Context: an optimization exercise on an open-source flow, tuned for small area, a short achievable clock period and few clock cycles per item. The choices shown serve that exercise and are no tape-out recipe.
The RTL was checked by simulation tests, not by an equivalence proof against the original design.
Power is estimated from default activity; no workload was simulated.

$ cat flow/config.mk
export PLATFORM = sky130hd
export DESIGN_NAME = kmeans_top
export DESIGN_NICKNAME = kmeans_top
export VERILOG_FILES = /design/flow/design.v
export SDC_FILE = /design/flow/constraint.sdc
export NUM_CORES = 4
export LEC_CHECK = 0
export ABC_AREA = 1
export CAP_MARGIN = 20
export CORE_MARGIN = 2
export CORE_UTILIZATION = 40
export CTS_BUF_LIST = sky130_fd_sc_hd__clkbuf_8
export SETUP_SLACK_MARGIN = 3.3
export SLEW_MARGIN = 20
$ cat flow/constraint.sdc
create_clock -name core_clock -period 5.5 [get_ports {clk}]
set_input_delay 1.1000 -clock core_clock [delete_from_list [all_inputs] [get_ports {clk}]]
set_output_delay 1.1000 -clock core_clock [all_outputs]
set_load 0.01 [all_outputs]
$ cat flow/design.v
`timescale 1ns/1ps
module kmeans_top #(
    parameter int num_pixels = 100,
    parameter int iterations = 3
) (
    input  logic                clk,
    input  logic                reset,
    input  logic                start,
    output logic [16-1:0]   pixel_addr,
    input  logic signed [16-1:0] a_data,
    input  logic                cluster_id_rdata,
    input  logic                rgb_dark,
    output logic                cluster_id_we,
    output logic                cluster_id_wdata,
    output logic                lab_clear,
    output logic                done_kmeans,
    output logic                done_cluster
);
    localparam int SW = 16;    
    localparam int AW = 7;               
    localparam int QW = 16;              
    localparam int RW = 7;               
    localparam int TW = RW + QW;         
    localparam logic [1:0] M_IDLE = 2'd0;
    localparam logic [1:0] M_RD   = 2'd1;    
    localparam logic [1:0] M_DV   = 2'd2;    
    localparam logic [1:0] M_IL   = 2'd3;    
    localparam logic [AW-1:0] LAST   = AW'(num_pixels - 1);
    localparam logic [AW-1:0] DV_JMP = AW'(128 - QW - 4);
    localparam logic [QW-1:0] C0U = QW'(0 + 32768);
    localparam logic [QW-1:0] C1U = QW'(5 + 32768);
    logic [1:0]    mode;
    logic          pass2;
    logic [AW-1:0] addr;
    logic          ph;       
    logic          ilf;      
    logic          dv, dvf;  
    logic          lv, lvf;  
    logic [SW-1:0] u_q;
    logic          lab_q, labn_q, sn_q, id_q, dark_q;
    logic [QW-1:0] lo0, lo1;
    logic [RW-1:0] hi0, hi1;
    logic          c0, c1;
    logic [TW-1:0] acc0, acc1;
    assign acc0 = {hi0 + RW'(c0), lo0};
    assign acc1 = {hi1 + RW'(c1), lo1};
    logic [AW-1:0] n0, n1;
    logic [QW+1:0] v;
    logic          fin1_q;   
    logic          fin_q;    
    logic          divstep;  
    logic          we_q, wd_q, lc_q, dk_q, dc_q;
    assign pixel_addr       = {{(16-AW){1'b0}}, addr};
    assign cluster_id_we    = we_q;
    assign cluster_id_wdata = wd_q;
    assign lab_clear        = lc_q;
    assign done_kmeans      = dk_q;
    assign done_cluster     = dc_q;
    logic [SW-1:0] u_in;
    logic          sel;
    assign u_in = {~a_data[SW-1], a_data[SW-2:0]};
    assign sel  = (n1 > n0);
    logic idle, vclr;
    assign idle    = (mode == M_IDLE);
    assign vclr    = divstep && (&addr[3:0]);
    function automatic logic [TW-1:0] dstep(
        input logic [TW-1:0] s,
        input logic [AW-1:0] den
    );
        logic [RW:0]   r2;
        logic [RW+1:0] t;
        r2 = s[TW-1:QW-1];
        t  = {1'b0, r2} - {2'b00, den};
        if (!t[RW+1])
            dstep = {t[RW-1:0], s[QW-2:0], 1'b1};
        else
            dstep = {r2[RW-1:0], s[QW-2:0], 1'b0};
    endfunction
    logic [TW-1:0] ds0, ds1;
    assign ds0 = dstep({hi0, lo0}, n0);
    assign ds1 = dstep({hi1, lo1}, n1);
    function automatic logic [QW-1:0] due_bits(input logic [QW-1:0] c);
        for (int i = 0; i < QW; i++)
            due_bits[i] = c[(QW + 14 - i) % QW];
    endfunction
    localparam logic [QW-1:0] C0D = due_bits(C0U);
    localparam logic [QW-1:0] C1D = due_bits(C1U);
    logic       b0, b1, bq0, bq1;
    assign b0 = (n0 == '0) ? C0D[addr[3:0]] : ds0[0];
    assign b1 = (n1 == '0) ? C1D[addr[3:0]] : ds1[0];
    logic kq0, kq1;
    logic x0, x1, x2;
    assign x0 = !fin_q & (bq0 ^ bq1);
    assign x1 = fin_q ? (kq0 ^ kq1) : (bq0 & bq1);
    assign x2 = fin_q & kq0 & kq1;
    logic [QW:0] vt, vinc, vpre;
    logic        vc1;
    assign vt = v[QW:0];
    assign vc1 = (vt[0] & x1) | x2;
    assign vpre[0] = 1'b0;
    assign vpre[1] = vc1;
    for (genvar i = 2; i <= QW; i++)
    begin : g_vpre
        assign vpre[i] = vc1 & (&vt[i-1:1]);
    end
    assign vinc = {vt[QW:1] ^ vpre[QW:1], vt[0] ^ x1};
    logic [QW:0] acc_sum0, acc_sum1;
    assign acc_sum0 = {1'b0, lo0} + {1'b0, u_q};
    assign acc_sum1 = {1'b0, lo1} + {1'b0, u_q};
    always_ff @(posedge clk)
    begin
        u_q    <= u_in;
        lab_q  <= (u_in > v[QW+1:2]);
        labn_q <= !(u_in > v[QW+1:2]);
        sn_q   <= (a_data < (-10));
        id_q   <= cluster_id_rdata;
        dark_q <= rgb_dark;
    end
    always_ff @(posedge clk)
    begin
        if (idle || fin_q)
        begin
            {hi0, c0, lo0} <= '0;
            {hi1, c1, lo1} <= '0;
            n0   <= '0;
            n1   <= '0;
        end
        else if (divstep)
        begin
            {hi0, lo0} <= ds0;
            {hi1, lo1} <= ds1;
            c0 <= 1'b0;
            c1 <= 1'b0;
        end
        else
        begin
            hi0 <= acc0[TW-1:QW];
            hi1 <= acc1[TW-1:QW];
            c0  <= 1'b0;
            c1  <= 1'b0;
        end
        if (lv && !lvf)
        begin
            if (lab_q)
                {c1, lo1} <= acc_sum1;
            else
                {c0, lo0} <= acc_sum0;
            if (mode != M_IL || sn_q)
            begin
                if (labn_q)
                    n0 <= n0 + 1'b1;
                else
                    n1 <= n1 + 1'b1;
            end
        end
        if (divstep)
        begin
            bq0 <= b0;
            bq1 <= b1;
        end
        if (fin1_q)
        begin
            kq0 <= (n0 != '0) && !lo0[QW-1] && (|hi0);
            kq1 <= (n1 != '0) && !lo1[QW-1] && (|hi1);
        end
        if (idle)
            v <= {({1'b0, C0U} + {1'b0, C1U}), 1'b0};
        else if (vclr)
            v <= '0;
        else if (divstep || fin1_q || fin_q)
            v <= {vinc, x0};
    end
    always_ff @(posedge clk)
    begin
        if (reset)
        begin
            mode  <= M_IDLE;
            pass2 <= 1'b0;
            addr  <= '0;
            ph    <= 1'b0;
            ilf   <= 1'b0;
            dv    <= 1'b0;
            dvf   <= 1'b0;
            lv    <= 1'b0;
            lvf   <= 1'b0;
            fin1_q <= 1'b0;
            fin_q <= 1'b0;
            divstep <= 1'b0;
            we_q  <= 1'b0;
            wd_q  <= 1'b0;
            lc_q  <= 1'b0;
            dk_q  <= 1'b0;
            dc_q  <= 1'b0;
        end
        else
        begin
            lv    <= dv;
            lvf   <= dvf;
            dv    <= 1'b0;
            dvf   <= 1'b0;
            fin1_q <= 1'b0;
            fin_q <= fin1_q;
            divstep <= 1'b0;
            we_q  <= 1'b0;
            lc_q  <= 1'b0;
            case (mode)
                M_IDLE:
                    if (start)
                    begin
                        dv    <= 1'b1;
                        addr  <= addr + 1'b1;
                        mode  <= M_RD;
                        pass2 <= 1'b0;
                        dk_q  <= 1'b0;
                        dc_q  <= 1'b0;
                    end
                M_RD:
                begin
                    dv <= 1'b1;
                    if (addr == LAST)
                    begin
                        addr <= DV_JMP;
                        mode <= M_DV;
                    end
                    else
                        addr <= addr + 1'b1;
                end
                M_DV:
                begin
                    addr    <= addr + 1'b1;
                    divstep <= (addr >= DV_JMP + 2'd2) && (addr <= 7'd125);
                    fin1_q  <= (addr == 7'd126);
                    if (&addr)
                    begin
                        pass2 <= 1'b1;
                        ph    <= 1'b0;
                        ilf   <= 1'b0;
                        mode  <= pass2 ? M_IL : M_RD;
                    end
                end
                default:  
                begin
                    ph <= ~ph;
                    if (!ph)
                    begin
                        dv   <= (addr <= LAST);
                        dvf  <= ilf;
                        addr <= (addr == '0) ? LAST : addr - 1'b1;
                        if (lv)
                        begin
                            we_q <= 1'b1;
                            if (lvf)
                            begin
                                wd_q <= ~(id_q ^ sel);
                                lc_q <= (id_q ^ sel) | dark_q;
                                dk_q <= 1'b1;
                            end
                            else
                                wd_q <= !labn_q;
                        end
                    end
                    else
                    begin
                        if (addr == LAST)
                        begin
                            if (dk_q)
                            begin
                                addr <= '0;
                                dc_q <= 1'b1;
                                mode <= M_IDLE;
                            end
                            else
                                addr <= AW'(1);
                        end
                        else if (!ilf && addr == LAST - 1'b1)
                        begin
                            addr <= '0;
                            ilf  <= 1'b1;
                        end
                        else
                            addr <= addr + 2'd2;
                    end
                end
            endcase
        end
    end
endmodule
$ cat flow/flow/run.sh
#!/bin/bash
set -euo pipefail
bash standard.sh finish "BUFFER_PORTS_ARGS=-buffer_cell sky130_fd_sc_hd__buf_4" \
    > standard_flow.log 2>&1
$ cat flow/standard.sh
#!/bin/bash
# synth_recipe.tcl (not shown) runs the flow's synth.tcl, then flattens the netlist and writes it again
# the make line also repeats each setting of config.mk as NAME=value (left out here)
make -C /OpenROAD-flow-scripts/flow DESIGN_CONFIG=/design/flow/config.mk WORK_HOME=/design/flow/orfs CLKGATE_MAP_FILE= SYNTH_SCRIPT=/design/flow/synth_recipe.tcl "${@:-finish}"
==> results of run 1 <==
[power groups by stage]
stage	Clock, µW	Sequential [µW]	Combinational, µW
CTS	876	1130	1240
global route	913	1150	1420
finish	847	1140	1250
global placement	0	1150	1210
detailed placement	0	1150	1210
floorplan	0	1110	947
[layout by cell type, fill, tap and decap left out, types with 4 or more instances in the layout]
cell | netlist | layout
nand2_1 | 292 | 287
inv_1 | 161 | 160
nand3_1 | 128 | 128
dfxtp_1 | 125 | 115
a21oi_1 | 108 | 108
nor2_1 | 99 | 99
ha_1 | 95 | 95
o21ai_0 | 75 | 75
buf_4 | 11 | 41
xor2_1 | 19 | 19
clkbuf_8 | 0 | 18
nor3_1 | 16 | 15
o211ai_1 | 15 | 15
nand4_1 | 15 | 15
inv_2 | 12 | 12
nor2_4 | 7 | 10
nand3b_1 | 9 | 9
nand2_2 | 4 | 9
conb_1 | 1 | 9
or2_2 | 8 | 8
xnor2_1 | 7 | 7
o32ai_1 | 7 | 7
dfxtp_2 | 0 | 7
o31ai_1 | 6 | 6
o22ai_1 | 6 | 6
mux2i_1 | 5 | 5
nor4_1 | 5 | 5
o21ai_1 | 5 | 5
and2_1 | 4 | 4
a211oi_1 | 4 | 4
fa_1 | 4 | 4
edfxtp_1 | 4 | 4
clkinv_2 | 0 | 4
clkinv_4 | 0 | 4
[final timing paths]
kind	to	slack, ns	cells past startpoint
setup reg to reg	bq0$_DFFE_PP_	3.42	10
hold / removal	lvf$_SDFF_PP0_	0.41	2
setup / recovery	pixel_addr[4]	3.36	1
hold reg to reg	lvf$_SDFF_PP0_	0.41	2
[final cells by class]
cell class                      instances  area (µm²)  share of cell area [%]
Clock buffer                           18       247.7                   2.458
Clock inverter                         13       160.2                   1.589
Inverter                              173       653.1                   6.481
Multi-Input combinational cell        986        5693                   56.49
Sequential cell                       129        2643                   26.22
Tap cell                              285       356.6                   3.539
Timing Repair Buffer                   42       319.1                   3.166
Timing Repair inverter                  1       5.005                 0.04966
[through the flow]
stage                     cells  hold slack, ns  instance area [µm²]
after floorplan            1322          0.3883                 9131
after global placement     1608          0.3915                 9558
after detailed placement   1608          0.3967                 9558
after CTS                  1643          0.4078                10020
after global routing       1647          0.4192                10080
final                      1647          0.4070                10080
[sequential cells by signal (all words and copies together), names as in the netlist, 2 cells and up]
register and count:
addr 7, v 18, u_q 16, n1 7, lo1 16, hi1 7
n0 7, lo0 16, hi0 7, mode 2
[cells by family (layout without fill, tap and decap cells)]
kind of cell	count (synthesis)	in the layout	synth area share, %
xor+xnor	26	26	2.502
mux	5	5	0.5499
simple gates	600	600	29.41
fa+ha+maj	99	99	13.94
other cells	1	9	0.04120
buf+inv	207	247	9.321
flops	129	129	28.82
compound gates	247	247	15.42
[metal layers]
metal  up-vias  wire (µm)  track usage (%)
li1       4450          -                -
met1      3848      11190            26.91
met2       164      10680            32.72
met3        22        908            2.550
met4         0        331            5.864
met5         -          0                0
[timing repair]
action | in CTS | in global routing
endpoints found under the setup margin | 37 | 37
pin swaps | 1 | 0
resized for setup | 13 | 9
cloned | 1 | 0
hold endpoints to repair | 0 | 0
setup buffers | 3 | 4
==> results.sh, run 1 <==
export IMPL_ys_seq_area_share_pct=28.81
export IMPL_grt_remaining_overflow=0
export IMPL_status="no timing/DRC/antenna violations"
export IMPL_path_cells="buf_4"
export IMPL_hold_start="dvf$_SDFF_PP0_"
export IMPL_tightest_slew_ns=0.6215
export IMPL_ir_drop_v=0.0002744
export IMPL_dieArea_mm2=0.02398
export IMPL_std_cell_rows=55
export IMPL_relSlewSlack_pct=58.56
export IMPL_synth_top_area_share_pct=27.50
export IMPL_syn_to_final_growth_pct=10.72
export IMPL_numPortBuffers=32
export IMPL_place_congestion=0.9283
export IMPL_cp_arrival_ns=1.04
export IMPL_synth_warnings=1
export IMPL_yosys_area_top_type="dfxtp_1"
export IMPL_drc=0
export IMPL_die_w_um=154.8
export IMPL_syn_cell_area_mm2=0.009101
export IMPL_io_pins=42
export IMPL_wire_per_inst_um=14.03
export IMPL_clkSinkCount=129
export IMPL_dpl_hpwl_um=17720
export IMPL_setup_viol=0
export IMPL_clk_latency_ns=0.45
export IMPL_path_max_fanout=9
export IMPL_grt_max_degree=52
export IMPL_grt_first_pass_wirelength_um=38710
export IMPL_max_stage_delay_ns=0.44
export IMPL_synth_distinct_cells=51
export IMPL_cp_startpoint="addr[4]$_SDFFE_PP0P_"
export IMPL_crit_family="flip-flops"
export IMPL_fin_ws_ns=3.358
export IMPL_yosysMostFrequentCell="nand2_1"
export IMPL_yosys_top_cells_count="nand2_1, inv_1, nand3_1"
export IMPL_drv_slew=0
export IMPL_grt_usage_pct=19.75
export IMPL_clkPwrFrac_pct=26.2
export IMPL_clock_fmax_mhz=466.8
export IMPL_cts_max_path_buffers=2
export IMPL_p_per_area_mw_per_mm2=321.2
export IMPL_synthCells=1314
export IMPL_worstSetupEndpointType="primary output"
export IMPL_die_y_um=154.8
export IMPL_min_period_ns=2.142
export IMPL_drive_gt1_share_pct=10.21
export IMPL_start_util_pct=40.44
export IMPL_fill_cells=2250
export IMPL_post_place_ws_ns=3.123
export IMPL_hold_path_class="reg -> reg"
export IMPL_syn_avg_cell_area_um2=6.926
export IMPL_critPathKind="reg -> out"
export IMPL_p_int_uw=1909
export IMPL_synth_flop_cell="dfxtp_1"
export IMPL_slowest_stage="dfxtp_2"
export IMPL_clk_root_buffer_cell="clkbuf_8"
export IMPL_synth_edf_count=4
export IMPL_tritoncts="built"
export IMPL_holdBufCountCts=0
export IMPL_core_mm2=0.02250
export IMPL_final_net_count=1470
export IMPL_fin_util_pct=44.78
export IMPL_grt_setup_unrepaired="yes"
export IMPL_totalWireLength_um=23110
export IMPL_crit_buf_inv=1
export IMPL_power_leakage_uw=0.004725
export IMPL_ys_async_sr_fraction_pct=0
export IMPL_num_antenna_cells=0
export IMPL_skew_ns=0.01394
export IMPL_yosys_register_bits=129
export IMPL_post_route_period_util_pct=38.95
export IMPL_switching_share_pct=41.01
export IMPL_p_seq_share_pct=35.1
export IMPL_grt_pass1_vias=7960
export IMPL_viasPerCell=5.151
export IMPL_cp_start_kind="register"
export IMPL_cts_made_buffers=17
export IMPL_maxCapViolations=0
export IMPL_ant_nets=0
export IMPL_antenna_found_initial=0
export IMPL_finalSetupTns_ns=0
export IMPL_via_count=8484
export IMPL_synth_area_leaders="dfxtp_1, ha_1, nand2_1, nand3_1, inv_1"
export IMPL_dr_pass1_iters=5
export IMPL_cp_data_required_time_ns=4.40
export IMPL_switching_power_uw=1328
export IMPL_htreeDepth=4
export IMPL_drt_iter0_markers=517
export IMPL_finalHoldViolations=0
export IMPL_total_power_uw=3237
export IMPL_combPwrFrac_pct=38.7
export IMPL_rr_startpoint="lo0[15]$_DFF_P_"
export IMPL_clk_pin_slew_ns=0.08
Testbench counts, summed over its fixed seeds: cycles 30,824, jobs 48.
==> run 2, diff against run 1 <==
--- a/flow/config.mk
+++ b/flow/config.mk
@@ -12,3 +12,3 @@
 export CTS_BUF_LIST = sky130_fd_sc_hd__clkbuf_8
-export SETUP_SLACK_MARGIN = 3.3
+export SETUP_SLACK_MARGIN = 3.5
 export SLEW_MARGIN = 20
==> results.sh, run 2 <==
export IMPL_min_to="lvf$_SDFF_PP0_"
export IMPL_via_count=8543
export IMPL_hold_path_class="reg -> reg"
export IMPL_total_power_uw=3445
export IMPL_rr_startpoint="mode[0]$_SDFFE_PP0P_"
export IMPL_die_y_um=154.8
export IMPL_cp_depth=1
export IMPL_finalSetupTns_ns=0
export IMPL_synth_distinct_cells=51
export IMPL_tightest_slew_ns=0.5693
export IMPL_start_util_pct=40.44
export IMPL_cp_start_kind="register"
export IMPL_r2r_end="lo0[0]$_DFF_P_"
export IMPL_ant_nets=0
export IMPL_layout_common_cells="nand2_1, inv_1, nand3_1"
export IMPL_totalWireLength_um=23480
export IMPL_cp_data_required_time_ns=4.40
export IMPL_r2r_setup_slack_ns=3.63
export IMPL_ys_seq_area_share_pct=28.81
export IMPL_final_net_count=1491
export IMPL_hold_start="dvf$_SDFF_PP0_"
export IMPL_power_leakage_uw=0.004866
export IMPL_synth_top_area_share_pct=27.50
export IMPL_antenna_found_initial=0
export IMPL_max_stage_delay_ns=0.37
export IMPL_std_cell_rows=55
export IMPL_htreeDepth=4
export IMPL_viasPerCell=5.119
export IMPL_yosys_area_top_type="dfxtp_1"
export IMPL_clk_root_buffer_cell="clkbuf_8"
export IMPL_drc=0
export IMPL_fill_cells=2291
export IMPL_final_common_cell="nand2_1"
export IMPL_relSlewSlack_pct=61.69
export IMPL_grt_setup_unrepaired="yes"
export IMPL_ir_drop_v=0.0002469
export IMPL_cts_max_path_buffers=2
export IMPL_wire_per_inst_um=14.07
export IMPL_largest_reg_flops=18
export IMPL_dieArea_mm2=0.02398
export IMPL_cp_arrival_ns=0.93
export IMPL_grt_first_pass_wirelength_um=38920
export IMPL_tritoncts="built"
export IMPL_drt_iter0_markers=400
export IMPL_synthCells=1314
export IMPL_synth_flop_cell="dfxtp_1"
export IMPL_drv_slew=0
export IMPL_holdPathStages=2
export IMPL_path_max_fanout=2
export IMPL_grt_usage_pct=19.94
export IMPL_syn_cell_area_mm2=0.009101
export IMPL_cts_made_buffers=17
export IMPL_min_period_ns=2.034
export IMPL_rr_worst_depth=8
export IMPL_clkSinkCount=129
export IMPL_skew_ns=0.01159
export IMPL_ys_async_sr_fraction_pct=0
export IMPL_critPathKind="reg -> out"
export IMPL_yosysMostFrequentCell="nand2_1"
export IMPL_syn_to_final_growth_pct=15.04
export IMPL_num_antenna_cells=0
export IMPL_yosys_register_bits=129
export IMPL_clock_fmax_mhz=491.7
export IMPL_dpl_hpwl_um=17500
export IMPL_maxCapViolations=0
export IMPL_synth_warnings=1
export IMPL_clk_latency_ns=0.45
export IMPL_placed_area_mm2=0.009588
export IMPL_drive_gt1_share_pct=14.31
export IMPL_numPortBuffers=32
export IMPL_finalInstanceArea_mm2=0.01047
export IMPL_die_w_um=154.8
export IMPL_dr_pass1_iters=4
export IMPL_slowest_stage="dfxtp_4"
export IMPL_worstSetupEndpointType="primary output"
export IMPL_grt_max_degree=52
export IMPL_io_pins=42
export IMPL_post_route_period_util_pct=36.98
export IMPL_synth_area_leaders="dfxtp_1, ha_1, nand2_1, nand3_1, inv_1"
export IMPL_status="no timing/DRC/antenna violations"
export IMPL_grt_pass1_vias=8049
export IMPL_path_cells="buf_6"
export IMPL_crit_family="flip-flops"
export IMPL_setup_viol=0
export IMPL_p_per_area_mw_per_mm2=329.0
export IMPL_finalHoldViolations=0
export IMPL_synth_edf_count=4
export IMPL_place_congestion=0.9011
export IMPL_grt_remaining_overflow=0
export IMPL_largest_register="v"
export IMPL_crit_buf_inv=1
export IMPL_syn_avg_cell_area_um2=6.926
export IMPL_clk_pin_slew_ns=0.08
export IMPL_core_mm2=0.02250
export IMPL_yosys_top_cells_count="nand2_1, inv_1, nand3_1"
[run 2: cell count changes in the layout (fill, tap and decap cells not counted), moves of 4 or more]
cell	previous run	this run
nand2_1	287	282
nand2_4	2	6
dfxtp_1	115	105
dfxtp_2	7	12
buf_4	41	49
ha_2	0	4
fa_2	0	4
ha_1	95	90
fa_1	4	0
dfxtp_4	3	8
buf_6	1	13
clkinvlp_4	1	6
[run 2: logic make-up (layout without fill, tap and decap cells)]
| family | after synthesis | in the layout | share of synthesized area [%] |
|---|---|---|---|
| adder cells (fa/ha/maj) | 99 | 99 | 13.94 |
| multiplexers | 5 | 5 | 0.5499 |
| AND/OR/NAND/NOR | 600 | 600 | 29.41 |
| flip-flops | 129 | 129 | 28.82 |
| buffers and inverters | 207 | 269 | 9.321 |
| XOR/XNOR | 26 | 26 | 2.502 |
| AO/OA/AOI/OAI | 247 | 247 | 15.42 |
| other | 1 | 9 | 0.04120 |
[run 2: repair_timing]
item,in CTS,in global routing
hold buffers,0,0
setup endpoints to repair,74,63
setup buffers,13,14
hold endpoints to repair,0,0
pin swaps,3,6
gates cloned,1,0
gates resized for setup,45,37
[run 2: worst max path at each step]
stage | slack [ns] | start | endpoint
finish | 3.47 | addr[0]$_SDFFE_PP0P_ | pixel_addr[0]
global route | 3.43 | addr[0]$_SDFFE_PP0P_ | pixel_addr[0]
CTS | 3.44 | addr[0]$_SDFFE_PP0P_ | pixel_addr[0]
detailed placement | 3.06 | divstep$_SDFF_PP0_ | v[10]$_SDFFE_PP0N_
global placement | 3.15 | divstep$_SDFF_PP0_ | v[10]$_SDFFE_PP0N_
floorplan | 3.50 | a_data[15] | labn_q$_DFF_P_
[run 2: stage by stage]
stage               worst slack [ns]  instances  hold WS, ns  util (%)
finish                         3.466       1669       0.4125     46.53
global route                   3.428       1669       0.4279     46.53
CTS                            3.437       1655       0.4127     45.53
detailed placement             3.055       1609       0.3955     42.61
global placement               3.146       1609       0.3990     42.61
floorplan                      3.503       1322       0.3883         -
[run 2: area by class of cell]
cell class,instances,area (µm²),area share (%)
clock buffers,18,247.7,2.366
clock inverters,14,188.9,1.804
inverters,173,660.6,6.310
multi-input cells,986,5807,55.46
flip-flops and latches,129,2668,25.48
well taps,285,356.6,3.406
repair buffers,63,534.3,5.103
repair inverters,1,7.507,0.07170
[run 2: per-layer routing]
layer / share of wire (%) / track usage (%) / wire length (µm) / up-vias
met5: 0 / 0 / 0 / -
met4: 1.9 / 6.437 / 446 / 0
met3: 3.2 / 2.830 / 755 / 35
met2: 46 / 33.29 / 10800 / 137
met1: 49 / 26.60 / 11480 / 3881
li1: - / - / - / 4490
[run 2: power by group]
part / internal, µW / switching [µW] / leakage, µW
sequential: 1030 / 76.4 / 0.00106
clock: 505 / 399 / 0.000220
combinational: 527 / 910 / 0.00358
==> run 3, diff against run 2 <==
--- a/flow/config.mk
+++ b/flow/config.mk
@@ -12,3 +12,4 @@
 export CTS_BUF_LIST = sky130_fd_sc_hd__clkbuf_8
-export SETUP_SLACK_MARGIN = 3.5
+export PLACE_DENSITY = 0.7
+export SETUP_SLACK_MARGIN = 3.4
 export SLEW_MARGIN = 20
==> results.sh, run 3 <==
export IMPL_placed_area_mm2=0.009558
export IMPL_clock_fmax_mhz=483.7
export IMPL_slowest_stage="dfxtp_4"
export IMPL_cp_start_kind="register"
export IMPL_final_net_count=1483
export IMPL_numPortBuffers=32
export IMPL_post_route_period_util_pct=37.59
export IMPL_grt_max_degree=52
export IMPL_largest_register="v"
export IMPL_grt_setup_unrepaired="no"
export IMPL_via_count=8722
export IMPL_path_cells="buf_4"
export IMPL_tritoncts="built"
export IMPL_clkSinkCount=129
export IMPL_crit_buf_inv=1
export IMPL_grt_remaining_overflow=0
export IMPL_place_congestion=0.9772
export IMPL_worstSetupEndpointType="primary output"
export IMPL_yosys_area_top_type="dfxtp_1"
export IMPL_drc=0
export IMPL_start_util_pct=40.44
export IMPL_grt_pass1_vias=8097
export IMPL_fin_cells=1661
export IMPL_finalInstanceArea_mm2=0.01023
export IMPL_drive_gt1_share_pct=11.92
export IMPL_max_stage_delay_ns=0.36
export IMPL_ys_seq_area_share_pct=28.81
export IMPL_num_antenna_cells=0
export IMPL_core_mm2=0.02250
export IMPL_dpl_hpwl_um=17450
export IMPL_viasPerCell=5.251
export IMPL_fin_util_pct=45.46
export IMPL_tightest_slew_ns=0.5640
export IMPL_status="no timing/DRC/antenna violations"
export IMPL_finalHoldViolations=0
export IMPL_critPathKind="reg -> out"
export IMPL_multi_input_area_mm2=0.005720
export IMPL_ant_nets=0
export IMPL_cp_arrival_ns=0.97
export IMPL_wire_per_inst_um=13.91
export IMPL_cts_max_path_buffers=2
export IMPL_htreeDepth=4
export IMPL_totalWireLength_um=23110
export IMPL_io_pins=42
export IMPL_std_cell_rows=55
export IMPL_die_w_um=154.8
export IMPL_ys_async_sr_fraction_pct=0
export IMPL_drv_slew=0
export IMPL_yosysMostFrequentCell="nand2_1"
export IMPL_yosys_top_cells_count="nand2_1, inv_1, nand3_1"
export IMPL_fill_cells=2260
export IMPL_yosys_register_bits=129
export IMPL_syn_avg_cell_area_um2=6.926
export IMPL_syn_to_final_growth_pct=12.40
export IMPL_setup_viol=0
export IMPL_power_leakage_uw=0.004795
export IMPL_synth_distinct_cells=51
export IMPL_dr_pass1_iters=6
export IMPL_maxCapViolations=0
export IMPL_largest_reg_flops=18
export IMPL_synth_edf_count=4
export IMPL_seqCellArea_mm2=0.002658
export IMPL_relSlewSlack_pct=62.36
export IMPL_drt_iter0_markers=532
export IMPL_crit_family="flip-flops"
export IMPL_synthCells=1314
export IMPL_antenna_found_initial=0
export IMPL_grt_first_pass_wirelength_um=38620
export IMPL_p_per_area_mw_per_mm2=322.7
export IMPL_min_period_ns=2.067
export IMPL_syn_cell_area_mm2=0.009101
export IMPL_finalSetupTns_ns=0
export IMPL_synth_top_area_share_pct=27.50
export IMPL_path_max_fanout=2
export IMPL_cts_made_buffers=17
export IMPL_clk_latency_ns=0.46
export IMPL_holdBufCountCts=0
export IMPL_dp_cells=1608
export IMPL_skew_ns=0.01236
export IMPL_clk_root_buffer_cell="clkbuf_8"
export IMPL_layout_common_cells="nand2_1, inv_1, nand3_1"
export IMPL_hold_path_class="reg -> reg"
export IMPL_die_y_um=154.8
export IMPL_cp_data_required_time_ns=4.40
export IMPL_synth_area_leaders="dfxtp_1, ha_1, nand2_1, nand3_1, inv_1"
export IMPL_dieArea_mm2=0.02398
export IMPL_clk_pin_slew_ns=0.09
export IMPL_synth_warnings=1
export IMPL_synth_flop_cell="dfxtp_1"
export IMPL_grt_usage_pct=19.75
export IMPL_ir_drop_v=0.0003372
export IMPL_final_common_cell="nand2_1"
-- run 3: changes by cell type in the layout (fill, tap and decap cells not counted), moves of 3 or more --
cell     previous run  this run
buf_6              13         2
dfxtp_1           105       113
dfxtp_2            12         4
ha_1               90        95
ha_2                4         0
nand2_4             6         2
buf_4              49        52
nand2_1           282       285
-- run 3: cell families after synthesis --
family	Yosys count	share of synthesized area (%)
buffers and inverters	207	9.321
AO/OA/AOI/OAI	247	15.42
multiplexers	5	0.5499
other	1	0.04120
adder cells (fa/ha/maj)	99	13.94
flip-flops	129	28.82
XOR/XNOR	26	2.502
AND/OR/NAND/NOR	600	29.41
-- run 3: cell type report --
| type | instances | share of cell area, % |
|---|---|---|
| Multi-Input combinational cell | 986 | 55.92 |
| Sequential cell | 129 | 25.98 |
| Inverter | 173 | 6.385 |
| Timing Repair Buffer | 55 | 4.232 |
| Tap cell | 285 | 3.486 |
| Clock buffer | 18 | 2.422 |
| Clock inverter | 14 | 1.529 |
| Timing Repair inverter | 1 | 0.04892 |
-- run 3: power breakdown --
part	total (µW)	switching [µW]	internal [µW]
Combinational	1350	877	476
Sequential	1110	79.3	1030
Clock	842	420	421
-- run 3: what timing repair did --
action | CTS | global route
pin swaps | 1 | 3
setup buffers | 9 | 11
endpoints found under the setup margin | 50 | 39
cloned | 1 | 0
gates resized for setup | 24 | 17
-- run 3: routing by layer --
layer  vias to the layer above  share of wire (%)  GRT usage (%)  wire, µm
li1                       4481                  -              -         -
met1                      3997                 46          25.38     10590
met2                       205                 47          33.14     10780
met3                        39                5.2          3.699      1208
met4                         0                2.3          7.099       529
met5                         -                  0              0         0
-- run 3: path summary, 6_finish.rpt --
kind | start | endpoint | slack (ns) | cells after the start
hold / removal | dv$_SDFF_PP0_ | lv$_SDFF_PP0_ | 0.40 | 2
setup reg to reg | mode[0]$_SDFFE_PP0P_ | n0[2]$_DFF_P_ | 3.55 | 7
hold reg to reg | dv$_SDFF_PP0_ | lv$_SDFF_PP0_ | 0.40 | 2
setup / recovery | addr[0]$_SDFFE_PP0P_ | pixel_addr[0] | 3.43 | 1
-- run 3: metrics by stage --
step                      setup WS [ns]  power (µW)  hold slack, ns
after floorplan                   3.427        2056          0.3883
after global placement            3.182        2338          0.3912
after detailed placement          3.124        2352          0.3937
after CTS                         3.308        3258          0.4045
after global routing              3.399        3529          0.4265
final                             3.433        3301          0.4048
==> run 4, diff against run 3 <==
--- a/flow/config.mk
+++ b/flow/config.mk
@@ -12,3 +12,2 @@
 export CTS_BUF_LIST = sky130_fd_sc_hd__clkbuf_8
-export PLACE_DENSITY = 0.7
 export SETUP_SLACK_MARGIN = 3.4
==> results.sh, run 4 <==
export IMPL_setup_viol=0
export IMPL_totalWireLength_um=23340
export IMPL_yosys_register_bits=129
export IMPL_drt_iter0_markers=523
export IMPL_htreeDepth=4
export IMPL_dr_pass1_iters=7
export IMPL_slowest_stage="dfxtp_4"
export IMPL_top_usage_layer="met2"
export IMPL_viasPerCell=5.141
export IMPL_worstSetupEndpointType="primary output"
export IMPL_grtUsageMet2_pct=33.14
export IMPL_ys_seq_area_share_pct=28.81
export IMPL_use_met3_pct=2.578
export IMPL_hold_path_class="reg -> reg"
export IMPL_yosysMostFrequentCell="nand2_1"
export IMPL_finalSetupTns_ns=0
export IMPL_drive_gt1_share_pct=11.61
export IMPL_dpl_hpwl_um=17720
export IMPL_grt_first_pass_wirelength_um=39000
export IMPL_path_cells="buf_4"
export IMPL_place_congestion=0.9283
export IMPL_critPathKind="reg -> out"
export IMPL_clk_pin_slew_ns=0.08
export IMPL_clkSinkCount=129
export IMPL_crit_family="flip-flops"
export IMPL_synth_top_area_share_pct=27.50
export IMPL_clk_latency_ns=0.45
export IMPL_core_mm2=0.02250
export IMPL_drc=0
export IMPL_cp_arrival_ns=0.95
export IMPL_die_y_um=154.8
export IMPL_grt_pass1_vias=8037
export IMPL_grt_usage_pct=19.93
export IMPL_cp_data_required_time_ns=4.40
export IMPL_status="no timing/DRC/antenna violations"
export IMPL_die_w_um=154.8
export IMPL_std_cell_rows=55
export IMPL_grt_max_degree=52
export IMPL_synth_warnings=1
export IMPL_antenna_found_initial=0
export IMPL_maxCapViolations=0
export IMPL_min_period_ns=2.053
export IMPL_numPortBuffers=32
export IMPL_layout_common_cells="nand2_1, inv_1, nand3_1"
export IMPL_yosys_top_cells_count="nand2_1, inv_1, nand3_1"
export IMPL_synth_edf_count=4
export IMPL_tritoncts="built"
export IMPL_holdBufCountCts=0
export IMPL_max_stage_delay_ns=0.37
export IMPL_holdPathStages=2
export IMPL_cts_made_buffers=17
export IMPL_grt_setup_unrepaired="no"
export IMPL_dieArea_mm2=0.02398
export IMPL_synth_area_leaders="dfxtp_1, ha_1, nand2_1, nand3_1, inv_1"
export IMPL_fill_cells=2255
export IMPL_grt_met1_usage_pct=27.00
export IMPL_tightest_slew_ns=0.5710
export IMPL_synth_flop_cell="dfxtp_1"
export IMPL_largest_reg_flops=18
export IMPL_wire_per_inst_um=14.10
export IMPL_via_count=8508
export IMPL_final_common_cell="nand2_1"
export IMPL_skew_ns=0.01462
export IMPL_ys_async_sr_fraction_pct=0
export IMPL_drv_slew=0
export IMPL_syn_cell_area_mm2=0.009101
export IMPL_finalHoldViolations=0
export IMPL_io_pins=42
export IMPL_ant_nets=0
export IMPL_synth_distinct_cells=51
export IMPL_num_antenna_cells=0
export IMPL_clock_fmax_mhz=487.1
export IMPL_rr_worst_depth=10
export IMPL_total_power_uw=3286
export IMPL_grt_remaining_overflow=0
export IMPL_ir_drop_v=0.0002751
export IMPL_syn_to_final_growth_pct=12.00
export IMPL_synthCells=1314
export IMPL_largest_register="v"
export IMPL_fin_util_pct=45.30
export IMPL_syn_avg_cell_area_um2=6.926
export IMPL_yosys_area_top_type="dfxtp_1"
export IMPL_cp_depth=1
export IMPL_power_leakage_uw=0.004780
export IMPL_final_net_count=1478
export IMPL_start_util_pct=40.44
export IMPL_relSlewSlack_pct=61.58
export IMPL_path_max_fanout=2
export IMPL_cts_max_path_buffers=2
export IMPL_crit_buf_inv=1
export IMPL_cp_start_kind="register"
export IMPL_p_per_area_mw_per_mm2=322.4
export IMPL_clk_root_buffer_cell="clkbuf_8"
export IMPL_post_route_period_util_pct=37.33
[run 4: metal layers]
metal  part of all wire [%]  vias up
li1                       -     4465
met2                     46      139
met3                    3.1       20
met5                      0        -
met4                    1.3        0
met1                     49     3884
[run 4: cell families after synthesis]
group	count (synthesis)	share of synthesized area (%)
other cells	1	0.04120
mux	5	0.5499
buf+inv	207	9.321
compound gates	247	15.42
fa+ha+maj	99	13.94
xor+xnor	26	2.502
simple gates	600	29.41
flops	129	28.82
[run 4: cell type report]
class                      count  area [µm²]  area share, %
clock inverter                13       160.2          1.571
multi-input combinational    986        5731          56.22
sequential                   129        2658          26.07
timing repair inverter         1       5.005        0.04910
tap                          285       356.6          3.498
clock buffer                  18       247.7          2.430
inverter                     173       653.1          6.407
timing repair buffer          50       382.9          3.756
[run 4: what timing repair did]
action                     4_1_cts  5_1_grt
gates resized for setup         25       17
setup endpoints to repair       49       28
pin swaps                        1        2
gates cloned                     1        0
buffers inserted                10        5
[run 4: per-stage QoR]
stage                     hold WS [ns]  instances  instance area (µm²)  setup WS (ns)
after floorplan                 0.3883       1322                 9131          3.427
after global placement          0.3915       1608                 9558          3.180
after detailed placement        0.3967       1608                 9558          3.123
after CTS                       0.4078       1650                10110          3.323
after global routing            0.4192       1655                10190          3.393
final                           0.4075       1655                10190          3.447
[run 4: worst paths after layout]
kind | from | endpoint | slack, ns
max | addr[0]$_SDFFE_PP0P_ | pixel_addr[0] | 3.45
min | dvf$_SDFF_PP0_ | lvf$_SDFF_PP0_ | 0.41
max reg2reg | lo0[15]$_DFF_P_ | bq0$_DFFE_PP_ | 3.55
min reg2reg | dvf$_SDFF_PP0_ | lvf$_SDFF_PP0_ | 0.41
[run 4: power breakdown]
group	switching, µW	total [µW]	internal [µW]
registers	76.5	1100	1030
clock network	392	850	458
logic	875	1330	457
total	1340	3290	1940
==> run 5, diff against run 4 <==
--- a/flow/config.mk
+++ b/flow/config.mk
@@ -12,2 +12,3 @@
 export CTS_BUF_LIST = sky130_fd_sc_hd__clkbuf_8
+export PLACE_DENSITY = 0.55
 export SETUP_SLACK_MARGIN = 3.4
==> results.sh, run 5 <==
export IMPL_path_max_fanout=2
export IMPL_final_common_cell="nand2_1"
export IMPL_synth_distinct_cells=51
export IMPL_antenna_found_initial=0
export IMPL_seqCellArea_mm2=0.002658
export IMPL_hold_ws_ns=0.4045
export IMPL_dr_pass1_iters=5
export IMPL_die_y_um=154.8
export IMPL_crit_buf_inv=1
export IMPL_fin_cells=1658
export IMPL_syn_avg_cell_area_um2=6.926
export IMPL_worstSetupEndpointType="primary output"
export IMPL_finalHoldViolations=0
export IMPL_p_seq_share_pct=32.6
export IMPL_totalWireLength_um=23630
export IMPL_synth_area_leaders="dfxtp_1, ha_1, nand2_1, nand3_1, inv_1"
export IMPL_drv_slew=0
export IMPL_dieArea_mm2=0.02398
export IMPL_yosysMostFrequentCell="nand2_1"
export IMPL_clkPwrFrac_pct=27.1
export IMPL_yosys_area_top_type="dfxtp_1"
export IMPL_p_int_uw=1999
export IMPL_cp_data_required_time_ns=4.40
export IMPL_maxCapViolations=0
export IMPL_fill_cells=2310
export IMPL_core_mm2=0.02250
export IMPL_status="no timing/DRC/antenna violations"
export IMPL_via_count=8458
export IMPL_skew_ns=0.01396
export IMPL_numPortBuffers=32
export IMPL_ir_drop_v=0.0002438
export IMPL_place_congestion=0.9131
export IMPL_clock_fmax_mhz=484.5
export IMPL_cts_max_path_buffers=2
export IMPL_power_leakage_uw=0.004798
export IMPL_grt_pass1_vias=8131
export IMPL_tritoncts="built"
export IMPL_std_cell_rows=55
export IMPL_synth_edf_count=4
export IMPL_cts_made_buffers=17
export IMPL_post_route_period_util_pct=37.53
export IMPL_largest_reg_flops=18
export IMPL_start_util_pct=40.44
export IMPL_ant_nets=0
export IMPL_viasPerCell=5.101
export IMPL_multi_input_area_mm2=0.005732
export IMPL_final_net_count=1480
export IMPL_syn_cell_area_mm2=0.009101
export IMPL_ys_async_sr_fraction_pct=0
export IMPL_clk_pin_slew_ns=0.09
export IMPL_critPathKind="reg -> out"
export IMPL_slowest_stage="dfxtp_4"
export IMPL_num_antenna_cells=0
export IMPL_max_stage_delay_ns=0.37
export IMPL_ys_seq_area_share_pct=28.81
export IMPL_r2r_setup_slack_ns=3.54
export IMPL_switching_power_uw=1373
export IMPL_setup_viol=0
export IMPL_synth_warnings=1
export IMPL_grt_setup_unrepaired="no"
export IMPL_yosys_top_cells_count="nand2_1, inv_1, nand3_1"
export IMPL_grt_max_degree=51
export IMPL_drt_iter0_markers=311
export IMPL_p_per_area_mw_per_mm2=328.9
export IMPL_path_cells="buf_4"
export IMPL_combPwrFrac_pct=40.3
export IMPL_clkSinkCount=129
export IMPL_tightest_slew_ns=0.5555
export IMPL_yosys_register_bits=129
export IMPL_clk_latency_ns=0.46
export IMPL_layout_common_cells="nand2_1, inv_1, nand3_1"
export IMPL_grt_first_pass_wirelength_um=39850
export IMPL_synth_flop_cell="dfxtp_1"
export IMPL_dpl_hpwl_um=17890
export IMPL_synthCells=1314
export IMPL_drc=0
export IMPL_cp_arrival_ns=0.96
export IMPL_switching_share_pct=40.71
export IMPL_io_pins=42
export IMPL_clk_root_buffer_cell="clkbuf_8"
export IMPL_syn_to_final_growth_pct=12.66
export IMPL_relSlewSlack_pct=62.93
export IMPL_crit_family="flip-flops"
export IMPL_finalSetupTns_ns=0
export IMPL_die_w_um=154.8
export IMPL_grt_remaining_overflow=0
export IMPL_grt_usage_pct=20.50
export IMPL_min_period_ns=2.064
export IMPL_largest_register="v"
export IMPL_dp_cells=1608
export IMPL_htreeDepth=4
export IMPL_drive_gt1_share_pct=12.02
export IMPL_wire_per_inst_um=14.25
export IMPL_cp_start_kind="register"
export IMPL_synth_top_area_share_pct=27.50
export IMPL_hold_path_class="reg -> reg"
## run 5: cell type report
type / instances / area share [%]
clock inverter: 11 / 1.477
timing repair buffer: 53 / 4.039
sequential: 129 / 25.92
multi-input combinational: 986 / 55.90
inverter: 173 / 6.370
tap: 285 / 3.478
clock buffer: 21 / 2.819
## run 5: power groups by stage
stage / registers, µW / clock network [µW] / logic [µW]
2_1_floorplan: 1110 / 0 / 947
6_report: 1100 / 915 / 1360
4_1_cts: 1100 / 944 / 1300
5_1_grt: 1110 / 983 / 1530
3_3_place_gp: 1150 / 0 / 1210
3_5_place_dp: 1150 / 0 / 1210
## run 5: path summary, 6_finish.rpt
path	cells after the start	to	from
setup / recovery	1	pixel_addr[0]	addr[0]$_SDFFE_PP0P_
hold / removal	2	lvf$_SDFF_PP0_	dvf$_SDFF_PP0_
setup reg to reg	11	lo0[10]$_DFF_P_	u_q[0]$_DFF_P_
hold reg to reg	2	lvf$_SDFF_PP0_	dvf$_SDFF_PP0_
## run 5: metal layers
metal  global-route usage, %  wire length (µm)
met2                   34.12             10820
met1                   27.51             11720
met5                       0                 0
met4                   5.776               300
met3                   3.334               779
## run 5: metrics by stage
| step | setup slack, ns | total power, µW | util [%] | instance area (µm²) |
|---|---|---|---|---|
| finish | 3.436 | 3372 | 45.57 | 10250 |
| global route | 3.393 | 3621 | 45.57 | 10250 |
| CTS | 3.243 | 3342 | 44.98 | 10120 |
| detailed placement | 3.135 | 2362 | 42.47 | 9558 |
| global placement | 3.187 | 2362 | 42.47 | 9558 |
| floorplan | 3.427 | 2056 | - | 9131 |
## run 5: logic make-up after synthesis
| kind of cell | after synthesis | synth area share (%) |
|---|---|---|
| mux | 5 | 0.5499 |
| xor+xnor | 26 | 2.502 |
| buf+inv | 207 | 9.321 |
| other cells | 1 | 0.04120 |
| fa+ha+maj | 99 | 13.94 |
| simple gates | 600 | 29.41 |
| flops | 129 | 28.82 |
| compound gates | 247 | 15.42 |
## run 5: what timing repair did
action,in CTS,in global routing
hold buffers,0,0
buffers inserted,9,9
endpoints found under the setup margin,51,41
resized for setup,24,19
pin swaps,2,4
==> run 6, diff against run 5 <==
--- a/flow/config.mk
+++ b/flow/config.mk
@@ -11,4 +11,2 @@
 export CORE_UTILIZATION = 40
-export CTS_BUF_LIST = sky130_fd_sc_hd__clkbuf_8
-export PLACE_DENSITY = 0.55
 export SETUP_SLACK_MARGIN = 3.4
==> results.sh, run 6 <==
export IMPL_finalSetupTns_ns=0
export IMPL_wire_per_inst_um=14.17
export IMPL_die_w_um=154.8
export IMPL_maxCapViolations=0
export IMPL_fin_ws_ns=3.444
export IMPL_synth_area_leaders="dfxtp_1, ha_1, nand2_1, nand3_1, inv_1"
export IMPL_cp_start_kind="register"
export IMPL_post_place_ws_ns=3.123
export IMPL_die_y_um=154.8
export IMPL_syn_avg_cell_area_um2=6.926
export IMPL_numPortBuffers=32
export IMPL_yosysMostFrequentCell="nand2_1"
export IMPL_dpl_hpwl_um=17720
export IMPL_max_stage_delay_ns=0.40
export IMPL_totalWireLength_um=23430
export IMPL_hold_start="dvf$_SDFF_PP0_"
export IMPL_clock_fmax_mhz=486.4
export IMPL_antenna_found_initial=0
export IMPL_layout_common_cells="nand2_1, inv_1, nand3_1"
export IMPL_status="no timing/DRC/antenna violations"
export IMPL_std_cell_rows=55
export IMPL_grt_remaining_overflow=0
export IMPL_hold_ws_ns=0.4060
export IMPL_grt_max_degree=52
export IMPL_tightest_slew_ns=0.5516
export IMPL_synth_edf_count=4
export IMPL_grt_first_pass_wirelength_um=38980
export IMPL_setup_viol=0
export IMPL_path_cells="buf_4"
export IMPL_synthCells=1314
export IMPL_dieArea_mm2=0.02398
export IMPL_worstSetupEndpointType="primary output"
export IMPL_dr_pass1_iters=5
export IMPL_yosys_area_top_type="dfxtp_1"
export IMPL_cp_startpoint="addr[4]$_SDFFE_PP0P_"
export IMPL_drt_iter0_markers=499
export IMPL_skew_ns=0.01039
export IMPL_ys_async_sr_fraction_pct=0
export IMPL_finalInstanceArea_mm2=0.01036
export IMPL_syn_cell_area_mm2=0.009101
export IMPL_viasPerCell=5.155
export IMPL_fill_cells=2231
export IMPL_drv_slew=0
export IMPL_clk_root_buffer_cell="clkbuf_16"
export IMPL_final_net_count=1476
export IMPL_num_antenna_cells=0
export IMPL_clk_pin_slew_ns=0.06
export IMPL_yosys_top_cells_count="nand2_1, inv_1, nand3_1"
export IMPL_path_max_fanout=9
export IMPL_synth_warnings=1
export IMPL_power_leakage_uw=0.004846
export IMPL_place_congestion=0.9283
export IMPL_min_period_ns=2.056
export IMPL_total_power_uw=3577
export IMPL_drc=0
export IMPL_grt_setup_unrepaired="yes"
export IMPL_seqCellArea_mm2=0.002655
export IMPL_drive_gt1_share_pct=11.40
export IMPL_yosys_register_bits=129
export IMPL_synth_distinct_cells=51
export IMPL_rr_startpoint="divstep$_SDFF_PP0_"
export IMPL_finalHoldViolations=0
export IMPL_cp_data_required_time_ns=4.40
export IMPL_relSlewSlack_pct=63.19
export IMPL_start_util_pct=40.44
export IMPL_ir_drop_v=0.0002773
export IMPL_ys_seq_area_share_pct=28.81
export IMPL_multi_input_area_mm2=0.005725
export IMPL_ant_nets=0
export IMPL_placed_area_mm2=0.009558
export IMPL_cts_max_path_buffers=2
export IMPL_grt_usage_pct=19.92
export IMPL_io_pins=42
export IMPL_htreeDepth=4
export IMPL_hold_path_class="reg -> reg"
export IMPL_crit_buf_inv=1
export IMPL_post_route_period_util_pct=37.38
export IMPL_tritoncts="built"
export IMPL_grt_pass1_vias=7996
export IMPL_syn_to_final_growth_pct=13.82
export IMPL_crit_family="flip-flops"
export IMPL_slowest_stage="dfxtp_4"
export IMPL_core_mm2=0.02250
export IMPL_largest_reg_flops=18
export IMPL_synth_top_area_share_pct=27.50
export IMPL_synth_flop_cell="dfxtp_1"
export IMPL_p_per_area_mw_per_mm2=345.3
export IMPL_via_count=8522
export IMPL_final_common_cell="nand2_1"
export IMPL_clk_latency_ns=0.42
export IMPL_clkSinkCount=129
export IMPL_cts_made_buffers=17
export IMPL_cp_arrival_ns=0.96
export IMPL_largest_register="v"
export IMPL_critPathKind="reg -> out"
run 6: cell counts after synthesis:
No cell type changed its count.
run 6: worst reg2reg max path, cell delays in order (launching register included):
cell,delay (ns)
dfxtp_2,0.33
buf_6,0.35
clkinvlp_4,0.29
buf_4,0.26
o21ai_4,0.39
a21oi_1,0.08
o21ai_0,0.11
inv_1,0.05
run 6: what timing repair did:
| item | CTS | global route |
|---|---|---|
| pin swaps | 1 | 3 |
| hold buffers | 0 | 0 |
| gates resized for setup | 23 | 16 |
| endpoints found under the setup margin | 48 | 40 |
| setup buffers | 5 | 8 |
| hold endpoints to repair | 0 | 0 |
| cloned | 1 | 0 |
run 6: cells by family after synthesis:
kind of cell,Yosys count,share of synthesized area [%]
and+or+nand+nor,600,29.41
other,1,0.04120
buffers and inverters,207,9.321
xor gates and xnor gates,26,2.502
AOI/OAI and AO/OA,247,15.42
muxes,5,0.5499
DFF,129,28.82
adders and majority gates,99,13.94
run 6: final timing paths:
kind	slack, ns	endpoint	cells after the start
worst min-delay path	0.41	lvf$_SDFF_PP0_	2
worst max-delay path	3.44	pixel_addr[4]	1
worst max register to register	3.54	v[10]$_SDFFE_PP0N_	7
worst min register to register	0.41	lvf$_SDFF_PP0_	2
run 6: final cells by class:
cell class,count,share of cell area [%]
flip-flops and latches,129,25.63
well taps,285,3.442
clock buffers,18,4.240
repair buffers,48,3.515
multi-input cells,986,55.27
repair inverters,1,0.04831
clock inverters,13,1.546
inverters,173,6.305
run 6: metal layers:
layer | wire length (µm) | part of all wire, % | GRT usage (%) | vias to the layer above
met5 | 0 | 0 | 0 | -
met4 | 278 | 1.2 | 4.982 | 0
met3 | 1014 | 4.3 | 2.886 | 15
met2 | 10900 | 47 | 33.18 | 168
met1 | 11240 | 48 | 27.16 | 3875
li1 | - | - | - | 4464
run 6: metrics by stage:
step | util [%] | instances
2_1_floorplan | - | 1322
6_report | 46.03 | 1653
4_1_cts | 45.58 | 1645
3_5_place_dp | 42.47 | 1608
5_1_grt | 46.03 | 1653
3_3_place_gp | 42.47 | 1608
run 6: where the power goes:
group	internal (µW)	leakage, µW	total (µW)	switching, µW
logic	443	0.00349	1290	851
clock network	723	0.000300	1160	434
registers	1030	0.00106	1130	96.6
==> run 7, diff against run 6 <==
--- a/flow/config.mk
+++ b/flow/config.mk
@@ -10,3 +10,4 @@
 export CORE_MARGIN = 2
-export CORE_UTILIZATION = 40
+export CORE_UTILIZATION = 35
+export CTS_BUF_LIST = sky130_fd_sc_hd__clkbuf_8
 export SETUP_SLACK_MARGIN = 3.4
==> results.sh, run 7 <==
export IMPL_final_net_count=1484
export IMPL_numPortBuffers=32
export IMPL_r2r_setup_slack_ns=3.54
export IMPL_grt_setup_unrepaired="yes"
export IMPL_synth_area_leaders="dfxtp_1, ha_1, nand2_1, nand3_1, inv_1"
export IMPL_combPwrFrac_pct=39.5
export IMPL_yosysMostFrequentCell="nand2_1"
export IMPL_tritoncts="built"
export IMPL_skew_ns=0.01371
export IMPL_holdPathStages=2
export IMPL_hold_path_class="reg -> reg"
export IMPL_syn_to_final_growth_pct=13.77
export IMPL_io_pins=42
export IMPL_p_per_area_mw_per_mm2=329.7
export IMPL_post_route_period_util_pct=37.40
export IMPL_drt_iter0_markers=460
export IMPL_htreeDepth=4
export IMPL_dieArea_mm2=0.02731
export IMPL_max_stage_delay_ns=0.39
export IMPL_maxCapViolations=0
export IMPL_dp_cells=1658
export IMPL_post_place_ws_ns=3.071
export IMPL_place_congestion=0.8901
export IMPL_std_cell_rows=59
export IMPL_hold_start="dvf$_SDFF_PP0_"
export IMPL_slowest_stage="dfxtp_4"
export IMPL_viasPerCell=4.992
export IMPL_min_period_ns=2.057
export IMPL_yosys_area_top_type="dfxtp_1"
export IMPL_synth_distinct_cells=51
export IMPL_path_max_fanout=3
export IMPL_num_antenna_cells=0
export IMPL_cts_made_buffers=17
export IMPL_yosys_register_bits=129
export IMPL_ir_drop_v=0.0002852
export IMPL_rr_worst_depth=10
export IMPL_grt_max_degree=52
export IMPL_min_to="lvf$_SDFF_PP0_"
export IMPL_clk_pin_slew_ns=0.08
export IMPL_critPathKind="reg -> out"
export IMPL_totalWireLength_um=23640
export IMPL_start_util_pct=35.33
export IMPL_finalHoldViolations=0
export IMPL_crit_family="flip-flops"
export IMPL_die_y_um=165.3
export IMPL_dpl_hpwl_um=17800
export IMPL_grt_usage_pct=17.96
export IMPL_syn_avg_cell_area_um2=6.926
export IMPL_worstSetupEndpointType="primary output"
export IMPL_layout_common_cells="nand2_1, inv_1, nand3_1"
export IMPL_power_leakage_uw=0.004810
export IMPL_synth_edf_count=4
export IMPL_clk_root_buffer_cell="clkbuf_8"
export IMPL_largest_register="v"
export IMPL_switching_share_pct=40.73
export IMPL_synth_warnings=1
export IMPL_drive_gt1_share_pct=11.91
export IMPL_total_power_uw=3414
export IMPL_wire_per_inst_um=13.81
export IMPL_antenna_found_initial=0
export IMPL_clk_latency_ns=0.46
export IMPL_cp_data_required_time_ns=4.40
export IMPL_tightest_slew_ns=0.6347
export IMPL_dr_pass1_iters=5
export IMPL_synth_top_area_share_pct=27.50
export IMPL_grt_pass1_vias=7982
export IMPL_synthCells=1314
export IMPL_syn_cell_area_mm2=0.009101
export IMPL_drc=0
export IMPL_fin_cells=1712
export IMPL_synth_flop_cell="dfxtp_1"
export IMPL_cts_max_path_buffers=2
export IMPL_ys_seq_area_share_pct=28.81
export IMPL_clock_fmax_mhz=486.1
export IMPL_r2r_end="lo1[14]$_DFF_P_"
export IMPL_path_cells="buf_6"
export IMPL_crit_buf_inv=1
export IMPL_largest_reg_flops=18
export IMPL_cp_start_kind="register"
export IMPL_relSlewSlack_pct=57.29
export IMPL_ys_async_sr_fraction_pct=0
export IMPL_setup_viol=0
export IMPL_final_common_cell="nand2_1"
export IMPL_cp_arrival_ns=0.96
export IMPL_die_w_um=165.3
export IMPL_finalSetupTns_ns=0
export IMPL_clkSinkCount=129
export IMPL_yosys_top_cells_count="nand2_1, inv_1, nand3_1"
export IMPL_grt_first_pass_wirelength_um=39100
export IMPL_fin_ws_ns=3.443
export IMPL_p_seq_share_pct=32.5
export IMPL_core_mm2=0.02576
export IMPL_via_count=8546
export IMPL_ant_nets=0
export IMPL_clkPwrFrac_pct=28.0
export IMPL_switching_power_uw=1390
export IMPL_p_int_uw=2023
export IMPL_grt_remaining_overflow=0
export IMPL_drv_slew=0
export IMPL_status="no timing/DRC/antenna violations"
export IMPL_rr_startpoint="u_q[0]$_DFF_P_"
run 7: cell counts after synthesis:
Identical to the previous run, type by type.
run 7: area by class of cell:
cell class	count	area [µm²]
inverter	173	656.9
sequential	129	2656
timing repair inverter	1	5.005
clock buffer	19	261.5
fill	2666	15410
multi-input combinational	986	5722
clock inverter	13	198.9
timing repair buffer	56	435.4
tap	335	419.2
run 7: layer usage:
layer / track usage [%] / part of all wire, % / up-vias
li1: - / - / 4477
met1: 23.73 / 48 / 3855
met2: 29.92 / 47 / 189
met3: 2.897 / 4.3 / 25
met4: 5.692 / 1.4 / 0
met5: 0 / 0 / -
run 7: kinds of logic after synthesis:
kind of cell             synth area share, %
flip-flops                             28.82
AO/OA/AOI/OAI                          15.42
other                                0.04120
multiplexers                          0.5499
AND/OR/NAND/NOR                        29.41
buffers and inverters                  9.321
XOR/XNOR                               2.502
adder cells (fa/ha/maj)                13.94
run 7: power groups by stage:
stage | registers (µW) | logic (µW) | clock network [µW]
3_3_place_gp | 1150 | 1210 | 0
6_report | 1110 | 1350 | 957
5_1_grt | 1120 | 1510 | 1010
4_1_cts | 1110 | 1310 | 980
2_1_floorplan | 1110 | 947 | 0
3_5_place_dp | 1150 | 1210 | 0
run 7: worst max-delay path by stage:
stage,depth (start not counted),to,slack [ns],from
6_report,1,pixel_addr[0],3.44,addr[0]$_SDFFE_PP0P_
3_5_place_dp,7,v[10]$_SDFFE_PP0N_,3.07,divstep$_SDFF_PP0_
4_1_cts,1,pixel_addr[3],3.31,addr[3]$_SDFFE_PP0P_
2_1_floorplan,9,labn_q$_DFF_P_,3.43,a_data[15]
3_3_place_gp,7,v[10]$_SDFFE_PP0N_,3.16,divstep$_SDFF_PP0_
5_1_grt,1,pixel_addr[3],3.40,addr[3]$_SDFFE_PP0P_
run 7: repair_timing:
item                       CTS  global route
hold buffers                 0             0
gates cloned                 1             0
pin swaps                    3             2
setup endpoints to repair   50            39
setup buffers               11            10
gates resized for setup     26            16
run 7: metrics by stage:
stage	util, %	hold slack [ns]	cell area [µm²]
after floorplan	-	0.3883	9131
after global placement	37.34	0.3912	9620
after detailed placement	37.34	0.3966	9620
after CTS	39.72	0.4074	10230
after global routing	40.19	0.4144	10350
final	40.19	0.4042	10350
==> run 8, diff against run 7 <==
--- a/flow/config.mk
+++ b/flow/config.mk
@@ -10,3 +10,3 @@
 export CORE_MARGIN = 2
-export CORE_UTILIZATION = 35
+export CORE_UTILIZATION = 50
 export CTS_BUF_LIST = sky130_fd_sc_hd__clkbuf_8
==> results.sh, run 8 <==
export IMPL_status="no timing/DRC/antenna violations"
export IMPL_core_mm2=0.01790
export IMPL_cp_arrival_ns=0.96
export IMPL_synth_compound_area_share_pct=15.42
export IMPL_hold_path_class="reg -> reg"
export IMPL_setup_viol=0
export IMPL_fill_cells=1793
export IMPL_r2r_setup_slack_ns=3.53
export IMPL_critPathKind="reg -> out"
export IMPL_synth_top_area_share_pct=27.50
export IMPL_crit_family="flip-flops"
export IMPL_hold_ws_ns=0.4046
export IMPL_via_count=8665
export IMPL_finalHoldViolations=0
export IMPL_yosys_top_cells_count="nand2_1, inv_1, nand3_1"
export IMPL_worstSetupEndpointType="primary output"
export IMPL_place_congestion=0.9115
export IMPL_syn_to_final_growth_pct=11.62
export IMPL_syn_avg_cell_area_um2=6.926
export IMPL_tightest_slew_ns=0.6062
export IMPL_std_cell_rows=49
export IMPL_p_seq_share_pct=33.2
export IMPL_drc=0
export IMPL_largest_register="v"
export IMPL_p_per_area_mw_per_mm2=326.4
export IMPL_syn_cell_area_mm2=0.009101
export IMPL_die_y_um=138.9
export IMPL_rr_worst_depth=8
export IMPL_antenna_found_initial=0
export IMPL_maxCapViolations=0
export IMPL_drt_iter0_markers=485
export IMPL_num_antenna_cells=0
export IMPL_grt_pass1_vias=7972
export IMPL_min_to="lv$_SDFF_PP0_"
export IMPL_grt_remaining_overflow=0
export IMPL_path_max_fanout=5
export IMPL_ys_seq_area_share_pct=28.81
export IMPL_clock_fmax_mhz=485.5
export IMPL_cp_startpoint="dk_q$_SDFFE_PP0P_"
export IMPL_largest_reg_flops=18
export IMPL_r2r_end="lo0[0]$_DFF_P_"
export IMPL_grt_max_degree=51
export IMPL_dr_pass1_iters=5
export IMPL_yosys_area_top_type="dfxtp_1"
export IMPL_tritoncts="built"
export IMPL_holdPathStages=2
export IMPL_cp_start_kind="register"
export IMPL_ant_nets=0
export IMPL_combPwrFrac_pct=41.3
export IMPL_synth_top_family_by_area="simple AND/OR/NAND/NOR gates"
export IMPL_numPortBuffers=32
export IMPL_hold_start="dv$_SDFF_PP0_"
export IMPL_slowest_stage="dfxtp_4"
export IMPL_layout_common_cells="nand2_1, inv_1, nand3_1"
export IMPL_start_util_pct=50.84
export IMPL_viasPerCell=5.395
export IMPL_post_place_ws_ns=3.202
export IMPL_synth_warnings=1
export IMPL_synth_area_leaders="dfxtp_1, ha_1, nand2_1, nand3_1, inv_1"
export IMPL_yosys_register_bits=129
export IMPL_p_int_uw=1955
export IMPL_rr_startpoint="mode[0]$_SDFFE_PP0P_"
export IMPL_synth_edf_count=4
export IMPL_cp_data_required_time_ns=4.40
export IMPL_synth_distinct_cells=51
export IMPL_final_common_cell="nand2_1"
export IMPL_skew_ns=0.01533
export IMPL_die_w_um=138.9
export IMPL_clkSinkCount=129
export IMPL_final_net_count=1484
export IMPL_ir_drop_v=0.0002770
export IMPL_cts_made_buffers=17
export IMPL_grt_setup_unrepaired="yes"
export IMPL_synth_simple_area_share_pct=29.41
export IMPL_yosysMostFrequentCell="nand2_1"
export IMPL_clk_latency_ns=0.45
export IMPL_cts_max_path_buffers=2
export IMPL_synth_area_mux_share_pct=0.5499
export IMPL_dpl_hpwl_um=17270
export IMPL_max_stage_delay_ns=0.37
export IMPL_htreeDepth=4
export IMPL_drive_gt1_share_pct=11.98
export IMPL_finalSetupTns_ns=0
export IMPL_finalInstanceArea_mm2=0.01016
export IMPL_synthCells=1314
export IMPL_synth_xor_area_share_pct=2.502
export IMPL_path_cells="buf_4"
export IMPL_synth_flop_cell="dfxtp_1"
export IMPL_switching_power_uw=1361
export IMPL_clk_pin_slew_ns=0.08
export IMPL_ys_async_sr_fraction_pct=0
export IMPL_synth_fa_ha_area_share_pct=13.94
export IMPL_min_period_ns=2.060
export IMPL_grt_first_pass_wirelength_um=38160
export IMPL_wire_per_inst_um=14.46
export IMPL_dieArea_mm2=0.01930
export IMPL_io_pins=42
export IMPL_power_leakage_uw=0.004800
export IMPL_post_route_period_util_pct=37.45
export IMPL_crit_buf_inv=1
export IMPL_switching_share_pct=41.04
export IMPL_placed_area_mm2=0.009480
export IMPL_fin_ws_ns=3.440
export IMPL_clkPwrFrac_pct=25.5
export IMPL_drv_slew=0
export IMPL_totalWireLength_um=23220
export IMPL_grt_usage_pct=23.93
export IMPL_clk_root_buffer_cell="clkbuf_8"
export IMPL_relSlewSlack_pct=59.59
==> run 8: layer usage <==
metal / global-route usage (%) / up-vias / part of all wire, %
met2: 39.12 / 173 / 46
li1: - / 4481 / -
met3: 3.936 / 27 / 4.0
met5: 0 / - / 0
met4: 6.699 / 0 / 1.5
met1: 32.80 / 3984 / 49
==> run 8: repair_timing <==
item                       in CTS  in global routing
setup buffers                   8                 15
pin swaps                       2                  3
hold buffers                    0                  0
setup endpoints to repair      47                 37
gates resized for setup        23                 18
==> run 8: kinds of logic after synthesis <==
group / after synthesis
xor+xnor: 26
fa+ha+maj: 99
simple gates: 600
mux: 5
other cells: 1
flops: 129
compound gates: 247
buf+inv: 207
==> run 8: area by class of cell <==
cell class                 count  area [µm²]  share of cell area (%)
sequential                   129        2660                   26.19
inverter                     173       656.9                   6.466
clock buffer                  17       234.0                   2.303
tap                          229       286.5                   2.821
clock inverter                15       170.2                   1.675
multi-input combinational    986        5723                   56.34
timing repair buffer          57       427.9                   4.212
==> run 8: stage by stage <==
stage                     instances  utilization (%)  power, µW
after detailed placement       1551            52.96       2349
after global routing           1606            56.74       3547
after global placement         1551            52.96       2350
final                          1606            56.74       3316
after floorplan                1322                -       2056
after CTS                      1591            55.84       3264
==> run 8: worst max path at each step <==
stage | to | slack, ns | cells after the start
5_1_grt | lo0[0]$_DFF_P_ | 3.37 | 8
6_report | done_kmeans | 3.44 | 1
4_1_cts | pixel_addr[2] | 3.26 | 1
3_5_place_dp | labn_q$_DFF_P_ | 3.20 | 10
3_3_place_gp | labn_q$_DFF_P_ | 3.22 | 10
2_1_floorplan | labn_q$_DFF_P_ | 3.43 | 9
==> run 8: power by group through the flow <==
stage	Combinational [µW]	Clock, µW	Sequential [µW]
after floorplan	947	0	1110
after global placement	1200	0	1150
after detailed placement	1200	0	1150
after CTS	1290	870	1110
after global routing	1520	914	1110
final	1370	845	1100

[what the ideal ports hide]
No port has a modelled driver above. Below, the same layouts with a new extraction and two added sets of constraints. Step 1: set_driving_cell puts a clkbuf_16 on clk and a buf_2 on each other input, an assumption about the parent block. Step 2 times the ports against the registers' clock, not the clock port: input delays grow and output delays shrink by t, the midpoint of the rising clock arrivals with the driver on. Slacks: ideal / step 1 / step 2; pairs: ideal / step 1.
| run | t (ns) | slack for setup (ns) | hold slack, ns | worst setup path after step 2 |
|---|---|---|---|---|
| run 1 | 0.480 | 3.358 / 3.319 / 3.115 | 0.407 / 0.407 / 0.407 | input to register |
| run 2 | 0.485 | 3.466 / 3.426 / 3.224 | 0.413 / 0.413 / 0.413 | input to register |
| run 3 | 0.497 | 3.433 / 3.392 / 3.146 | 0.405 / 0.405 / 0.405 | input to register |
| run 4 | 0.477 | 3.447 / 3.408 / 3.145 | 0.407 / 0.407 / 0.407 | input to register |
| run 5 | 0.493 | 3.436 / 3.393 / 3.141 | 0.404 / 0.404 / 0.404 | input to register |
| run 6 | 0.459 | 3.444 / 3.400 / 3.147 | 0.406 / 0.406 / 0.406 | input to register |
| run 7 | 0.495 | 3.443 / 3.400 / 3.147 | 0.404 / 0.404 / 0.404 | input to register |
| run 8 | 0.485 | 3.440 / 3.399 / 3.173 | 0.405 / 0.405 / 0.405 | input to register |
After both steps setup and hold are still met in every run listed. For run 4, which loses most, drivers alone change the setup slack by -0.039 ns; drivers and shift together by -0.302 ns.
